What follows belongs to an exercise in optimizing a design on an open flow for small area, a short achievable clock period and few clock cycles per item; a production flow would make more cautious choices. RTL that was checked went through simulation tests only; none was proved equivalent to the original.

==> inputs of wip/yarrow <==
==> flow/design.v (excerpt) <==
module mlp_seq_accel (
  input  logic        clk,
  input  logic        reset,
  input  logic        start,
  output logic [9:0]  x_addr,
  input  logic [31:0] x_data,
  output logic [19:0] w_addr,
  input  logic [31:0] w_data,
  output logic        rd_en,
  output logic        busy,
  output logic        done,
  output logic [3:0]  predicted_digit,
  output logic [31:0] max_score
);
  localparam logic [3:0] S_IDLE = 4'd0, S_B2 = 4'd1, S_B1 = 4'd2, S_W1 = 4'd3,
                         S_W2 = 4'd4, S_FL = 4'd5, S_W2L = 4'd6, S_EVW = 4'd7,
                         S_EV = 4'd8;
  localparam logic [2:0] T_NONE = 3'd0, T_RFIRST = 3'd1, T_RADD = 3'd2,
                         T_CLR = 3'd3, T_ACC = 3'd4, T_FLUSH = 3'd5, T_EVAL = 3'd6;
  logic [3:0]  st_q, st_n;
  logic [3:0]  k_q, k_n;
  logic [6:0]  h_q, h_n;
  logic [6:0]  g_n;    
  logic [16:0] wp_q, wp_n;
  logic [3:0]  po_q, po_n;
  logic [3:0]  hs_q;
  logic        busy_q, done_q, go_q;
  logic [9:0]  xa_q, xa_n;
  logic [19:0] wa_q, wa_n;
  logic        rd_q, rd_n;
  logic [2:0]  tag0_q, tag0_n, tag1_q, tag2_q;
  logic        f_radd_q, f_acc_q, f_accen_q, f_ringwr_q, f_act_q, f_eval_q;
  logic        accept;
  logic [12:0] w2row;
  assign accept = start && !busy_q && !done_q;
  assign po_n   = (po_q == 4'd9) ? 4'd0 : po_q + 4'd1;
  always_comb begin
    st_n = st_q;
    k_n  = k_q;
    h_n  = h_q;
    wp_n = wp_q;
    case (st_q)
      S_IDLE: if (go_q) begin
        st_n = S_B2; k_n = 4'd0; h_n = 7'd0; wp_n = 17'd0;
      end
      S_B2: begin
        k_n = k_q + 4'd1;
        if (k_q == 4'd9) st_n = S_B1;
      end
      S_B1: begin
        st_n = S_W1;
      end
      S_W1: begin
        wp_n = wp_q + 17'd1;
  ...
Settings: LEC_CHECK=0, CAP_MARGIN=20, CORE_MARGIN=2, CORE_UTILIZATION=45, SLEW_MARGIN=20; clock period 13.0 ns.
standard.sh (not shown) runs the stock make flow with config.mk's settings and CLKGATE_MAP_FILE= SYNTH_SCRIPT=/design/flow/synth_recipe.tcl, a recipe that flattens the netlist after the stock synthesis.
==> flow/flow/run.sh <==
#!/bin/bash
set -uo pipefail
bash standard.sh SETUP_SLACK_MARGIN=9.0 \
  "CTS_ARGS=-sink_clustering_enable -repair_clock_nets -dont_use_dummy_load -sink_clustering_size 24 -sink_clustering_max_diameter 100" \
  finish > flow_make.log 2>&1
==> wip/amber: changes against wip/yarrow <==
--- a/flow/design.v
+++ b/flow/design.v
@@ -16,15 +16,16 @@
                          S_W2 = 4'd4, S_FL = 4'd5, S_W2L = 4'd6, S_EVW = 4'd7,
                          S_EV = 4'd8;
   localparam logic [2:0] T_NONE = 3'd0, T_RFIRST = 3'd1, T_RADD = 3'd2,
                          T_CLR = 3'd3, T_ACC = 3'd4, T_FLUSH = 3'd5, T_EVAL = 3'd6;
   logic [3:0]  st_q, st_n;
   logic [3:0]  k_q, k_n;
   logic [6:0]  h_q, h_n;
-  logic [6:0]  g_n;    
+  logic [6:0]  g_q, g_n;
+  logic [9:0]  i_q, i_n;
   logic [16:0] wp_q, wp_n;
   logic [3:0]  po_q, po_n;
   logic [3:0]  hs_q;
   logic        busy_q, done_q, go_q;
   logic [9:0]  xa_q, xa_n;
   logic [19:0] wa_q, wa_n;
   logic        rd_q, rd_n;
@@ -34,37 +35,41 @@
   logic [12:0] w2row;
   assign accept = start && !busy_q && !done_q;
   assign po_n   = (po_q == 4'd9) ? 4'd0 : po_q + 4'd1;
   always_comb begin
     st_n = st_q;
     k_n  = k_q;
     h_n  = h_q;
+    g_n  = g_q;
+    i_n  = i_q;
     wp_n = wp_q;
     case (st_q)
       S_IDLE: if (go_q) begin
-        st_n = S_B2; k_n = 4'd0; h_n = 7'd0; wp_n = 17'd0;
+        st_n = S_B2; k_n = 4'd0; h_n = 7'd0; g_n = 7'd0; i_n = 10'd0; wp_n = 17'd0;
       end
       S_B2: begin
         k_n = k_q + 4'd1;
         if (k_q == 4'd9) st_n = S_B1;
       end
       S_B1: begin
-        st_n = S_W1;
+        st_n = S_W1; i_n = 10'd0;
       end
       S_W1: begin
+        i_n  = i_q + 10'd1;
         wp_n = wp_q + 17'd1;
-        if (xa_q == 10'd784) begin
+        if (i_q == 10'd783) begin
           k_n = 4'd0;
           if (h_q == 7'd0) begin st_n = S_B1; h_n = h_q + 7'd1; end
           else st_n = S_W2;
         end
       end
       S_W2: begin
         k_n = k_q + 4'd1;
         if (k_q == 4'd9) begin
+          g_n = g_q + 7'd1;
           k_n = 4'd0;
           if (h_q == 7'd127) st_n = S_FL;
           else begin st_n = S_B1; h_n = h_q + 7'd1; end
         end
       end
       S_FL: begin
         k_n = k_q + 4'd1;
@@ -82,19 +87,18 @@
         k_n = k_q + 4'd1;
         if (k_q == 4'd9) st_n = S_IDLE;
       end
       default: st_n = S_IDLE;
     endcase
   end
   assign w2row = 13'd785 + {9'd0, po_n};
-  assign g_n   = (st_n == S_W2L) ? h_n : h_n - 7'd1;
   always_comb begin
     rd_n   = 1'b0;
     tag0_n = T_NONE;
-    xa_n   = (st_n == S_W1) ? xa_q + 10'd1 : 10'd0;
+    xa_n   = (st_n == S_W1) ? i_n + 10'd1 : 10'd0;
     wa_n   = {3'd0, wp_n};
     case (st_n)
       S_B2:  begin rd_n = 1'b1; tag0_n = T_RFIRST; wa_n = {16'h18D8, po_n}; end
       S_B1:  begin rd_n = 1'b1; tag0_n = T_CLR;    wa_n = {13'd784, h_n}; end
       S_W1:  begin rd_n = 1'b1; tag0_n = T_ACC; end
       S_W2, S_W2L: begin rd_n = 1'b1; tag0_n = T_RADD; wa_n = {w2row, g_n}; end
       S_FL:  tag0_n = (k_n == 4'd0) ? T_FLUSH : T_NONE;
@@ -132,28 +136,30 @@
       f_act_q    <= (tag2_q == T_CLR) || (tag2_q == T_FLUSH);
       f_eval_q   <= (tag2_q == T_EVAL);
     end
   end
   always_ff @(posedge clk) begin
     k_q  <= k_n;
     h_q  <= h_n;
+    g_q  <= g_n;
+    i_q  <= i_n;
     wp_q <= wp_n;
     xa_q <= xa_n;
     wa_q <= wa_n;
   end
   logic [31:0] xp_q, a_q, am;
   logic [33:0] a3_q;
   logic [10:0] bs1_q, bs2_q, bs3_q, bs4_q, bneg_q;
-  logic [31:0] act_q;
+  logic [30:0] act_q;
   logic [33:0] wx;
   assign wx = {w_data[31], w_data, 1'b0};
   always_comb begin
     case (tag1_q)
       T_ACC:   am = xp_q;
-      T_RADD:  am = {1'b0, act_q[30:0]};
+      T_RADD:  am = {1'b0, act_q};
       default: am = 32'h0100_0000;
     endcase
   end
   always_ff @(posedge clk) begin
     xp_q <= x_data;
     a_q  <= am;
     a3_q <= {{2{am[31]}}, am} + {am[31], am, 1'b0};
@@ -755,15 +761,15 @@
   always_ff @(posedge clk) begin
     s_q <= mul_s;
     c_q <= mul_c;
     e_q <= mul_e;
   end
   logic [71:0] acc_q, xin, t3, c3, sum, s2, c2;
   logic [70:0] ring_q [10];
-  logic [31:0] r_out;
+  logic [31:0] r_out, best_q;
   logic [3:0]  bidx_q;
   logic [3:0]  pred_q;
   logic [31:0] score_q;
   logic        take;
   logic        sp_q, sn_q;    
   logic [30:0] act_n;
   logic        co_lo, cya_q, cyr_q;
@@ -779,30 +785,32 @@
     acc_res = {acc_q[71:36] + {35'd0, cya_q}, acc_q[35:0]};
     if (acc_res[71])          act_n = '0;
     else if (|acc_res[70:55]) act_n = 31'h7FFF_FFFF;
     else                      act_n = acc_res[54:24];
     if (sn_q)      r_out = 32'h8000_0000;
     else if (sp_q) r_out = 32'h7FFF_FFFF;
     else           r_out = ring_q[0][55:24];
-    take = (hs_q == 4'd0) || ($signed(r_out) > $signed(act_q));
+    take = (hs_q == 4'd0) || ($signed(r_out) > $signed(best_q));
   end
   always_ff @(posedge clk) begin
     if (f_accen_q) begin
       acc_q <= sum;
       cya_q <= co_lo;
     end
     cyr_q <= f_ringwr_q & co_lo;
-    if (f_act_q) act_q <= {1'b0, act_n};
-    else if (f_eval_q && take) act_q <= r_out;
+    if (f_act_q) act_q <= act_n;
     for (int r = 0; r < 8; r++) ring_q[r] <= ring_q[r+1];
     ring_q[8] <= {ring_q[9][70:36] + {34'd0, cyr_q}, ring_q[9][35:0]};
     sn_q <= ring_q[1][70] && !(&ring_q[1][69:55]);
     sp_q <= !ring_q[1][70] && (|ring_q[1][69:55]);
     ring_q[9] <= f_ringwr_q ? sum[70:0] : ring_q[0];
-    if (f_eval_q && take) bidx_q <= hs_q;
+    if (f_eval_q && take) begin
+      best_q <= r_out;
+      bidx_q <= hs_q;
+    end
   end
   always_ff @(posedge clk or posedge reset) begin
     if (reset) begin
       busy_q  <= 1'b0;
       done_q  <= 1'b0;
       go_q    <= 1'b0;
       pred_q  <= '0;
@@ -811,15 +819,15 @@
       done_q <= 1'b0;
       go_q   <= accept;
       if (accept) busy_q <= 1'b1;
       if (f_eval_q && hs_q == 4'd9) begin
         busy_q  <= 1'b0;
         done_q  <= 1'b1;
         pred_q  <= take ? hs_q : bidx_q;
-        score_q <= take ? r_out : act_q;
+        score_q <= take ? r_out : best_q;
       end
     end
   end
   assign x_addr          = xa_q;
   assign w_addr          = wa_q;
   assign rd_en           = rd_q;
   assign busy            = busy_q;
==> wip/indigo: changes against wip/yarrow <==
--- a/flow/design.v
+++ b/flow/design.v
@@ -762,43 +762,46 @@
   logic [31:0] r_out;
   logic [3:0]  bidx_q;
   logic [3:0]  pred_q;
   logic [31:0] score_q;
   logic        take;
   logic        sp_q, sn_q;    
   logic [30:0] act_n;
-  logic        co_lo, cya_q, cyr_q;
+  logic        co0, co1, cya0_q, cya1_q, cyr0_q, cyr1_q;
   logic [71:0] acc_res;
   always_comb begin
     xin = ({72{f_radd_q}} & {ring_q[0][70], ring_q[0]}) | ({72{f_acc_q}} & acc_q);
     s2  = s_q ^ c_q ^ e_q;
     c2  = {(s_q[70:0] & c_q[70:0]) | (s_q[70:0] & e_q[70:0]) | (c_q[70:0] & e_q[70:0]), 1'b0};
     t3  = xin ^ s2 ^ c2;
     c3  = {(xin[70:0] & s2[70:0]) | (xin[70:0] & c2[70:0]) | (s2[70:0] & c2[70:0]), 1'b0};
-    {co_lo, sum[35:0]} = {1'b0, t3[35:0]} + {1'b0, c3[35:0]};
-    sum[71:36] = t3[71:36] + c3[71:36] + {35'd0, f_acc_q & cya_q};
-    acc_res = {acc_q[71:36] + {35'd0, cya_q}, acc_q[35:0]};
+    {co0, sum[23:0]}  = {1'b0, t3[23:0]} + {1'b0, c3[23:0]};
+    {co1, sum[47:24]} = {1'b0, t3[47:24]} + {1'b0, c3[47:24]} + {24'd0, f_acc_q & cya0_q};
+    sum[71:48]        = t3[71:48] + c3[71:48] + {23'd0, f_acc_q & cya1_q};
+    acc_res = acc_q + {23'd0, cya1_q, 23'd0, cya0_q, 24'd0};
     if (acc_res[71])          act_n = '0;
     else if (|acc_res[70:55]) act_n = 31'h7FFF_FFFF;
     else                      act_n = acc_res[54:24];
     if (sn_q)      r_out = 32'h8000_0000;
     else if (sp_q) r_out = 32'h7FFF_FFFF;
     else           r_out = ring_q[0][55:24];
     take = (hs_q == 4'd0) || ($signed(r_out) > $signed(act_q));
   end
   always_ff @(posedge clk) begin
     if (f_accen_q) begin
-      acc_q <= sum;
-      cya_q <= co_lo;
+      acc_q  <= sum;
+      cya0_q <= co0;
+      cya1_q <= co1;
     end
-    cyr_q <= f_ringwr_q & co_lo;
+    cyr0_q <= f_ringwr_q & co0;
+    cyr1_q <= f_ringwr_q & co1;
     if (f_act_q) act_q <= {1'b0, act_n};
     else if (f_eval_q && take) act_q <= r_out;
     for (int r = 0; r < 8; r++) ring_q[r] <= ring_q[r+1];
-    ring_q[8] <= {ring_q[9][70:36] + {34'd0, cyr_q}, ring_q[9][35:0]};
+    ring_q[8] <= {ring_q[9][70:24] + {22'd0, cyr1_q, 23'd0, cyr0_q}, ring_q[9][23:0]};
     sn_q <= ring_q[1][70] && !(&ring_q[1][69:55]);
     sp_q <= !ring_q[1][70] && (|ring_q[1][69:55]);
     ring_q[9] <= f_ringwr_q ? sum[70:0] : ring_q[0];
     if (f_eval_q && take) bidx_q <= hs_q;
   end
   always_ff @(posedge clk or posedge reset) begin
     if (reset) begin
==> impl_metrics.json <==
{
  "status": "complete, no violations",
  "use_met1_pct": 37.46,
  "wire_per_inst_um": 24.58,
  "min_from": "ring_q[5][1]",
  "worst_pin_slew_ps": 1122,
  "endpoint_kind": "output pin",
  "layout.non_clock_inverters": 524,
  "slowest_stage": "dfrtp_1",
  "wl_met3_um": 20040,
  "syn_area_per_cell_um2": 10.83,
  "reg2reg_to": "c_q[38]",
  "crit_fanout": 2,
  "r2r_slack_ps": 9070
}
the above is filed under wip/amber

==> impl_metrics.json <==
{
  "status": "complete, no violations",
  "layout.non_clock_inverters": 546,
  "fill_cells": 12191,
  "slowest_stage": "dfxtp_1",
  "use_met1_pct": 35.35,
  "r2r_slack_ps": 9010,
  "crit_fanout": 10,
  "worst_pin_slew_ps": 1214,
  "wire_per_inst_um": 25.25,
  "reg2reg_to": "c_q[38]",
  "wl_met3_um": 18970,
  "syn_area_per_cell_um2": 10.84
}
the above is filed under wip/indigo

==> impl_metrics.json <==
{
  "crit_fanout": 5,
  "syn_area_per_cell_um2": 10.90,
  "layout_commonest_cell": "dfxtp_1",
  "status": "complete, no violations",
  "use_met1_pct": 36.37,
  "r2r_slack_ps": 8830,
  "min_from": "ring_q[8][43]",
  "endpoint_kind": "flip-flop",
  "layout.non_clock_inverters": 508,
  "wire_per_inst_um": 25.11,
  "wl_met3_um": 23300,
  "slowest_stage": "dfrtp_4"
}
the above is filed under wip/yarrow

Testbench counts of wip/amber, summed over its fixed seeds: cycles 814,328, items 8.
Testbench counts of wip/indigo, summed over its fixed seeds: cycles 814,328, items 8.
The RTL of wip/yarrow was laid out without a check of its function.

## port drivers added, routing unchanged
How much do the figures lean on ideal ports? The routed layouts below were timed once more, with nothing changed but the port constraints.
Step 1 sets driving cells, clkbuf_16 on the clock port and buf_2 on the other inputs (assumed; they add their load-dependent delay and slew).
Step 2 times the ports against the registers' clock, not the clock port: input delays grow and output delays shrink by t, the midpoint of the rising clock arrivals with the driver on.
Slacks: ideal ports / drivers / drivers and shift; pairs: ideal ports / drivers.
run	shift t [ns]	setup slack, ns	worst register clock-pin slew, ns
wip/yarrow	0.733	8.829 / 8.829 / 8.829	0.10 / 0.10
wip/amber	0.738	9.057 / 8.974 / 8.907	0.10 / 0.10
wip/indigo	0.775	9.012 / 8.966 / 9.012	0.10 / 0.10
After both steps setup and hold are still met in every run listed. For wip/amber, which loses most, drivers alone change the setup slack by -0.083 ns; drivers and shift together by -0.150 ns. The worst setup slack also covers recovery checks on asynchronous resets.
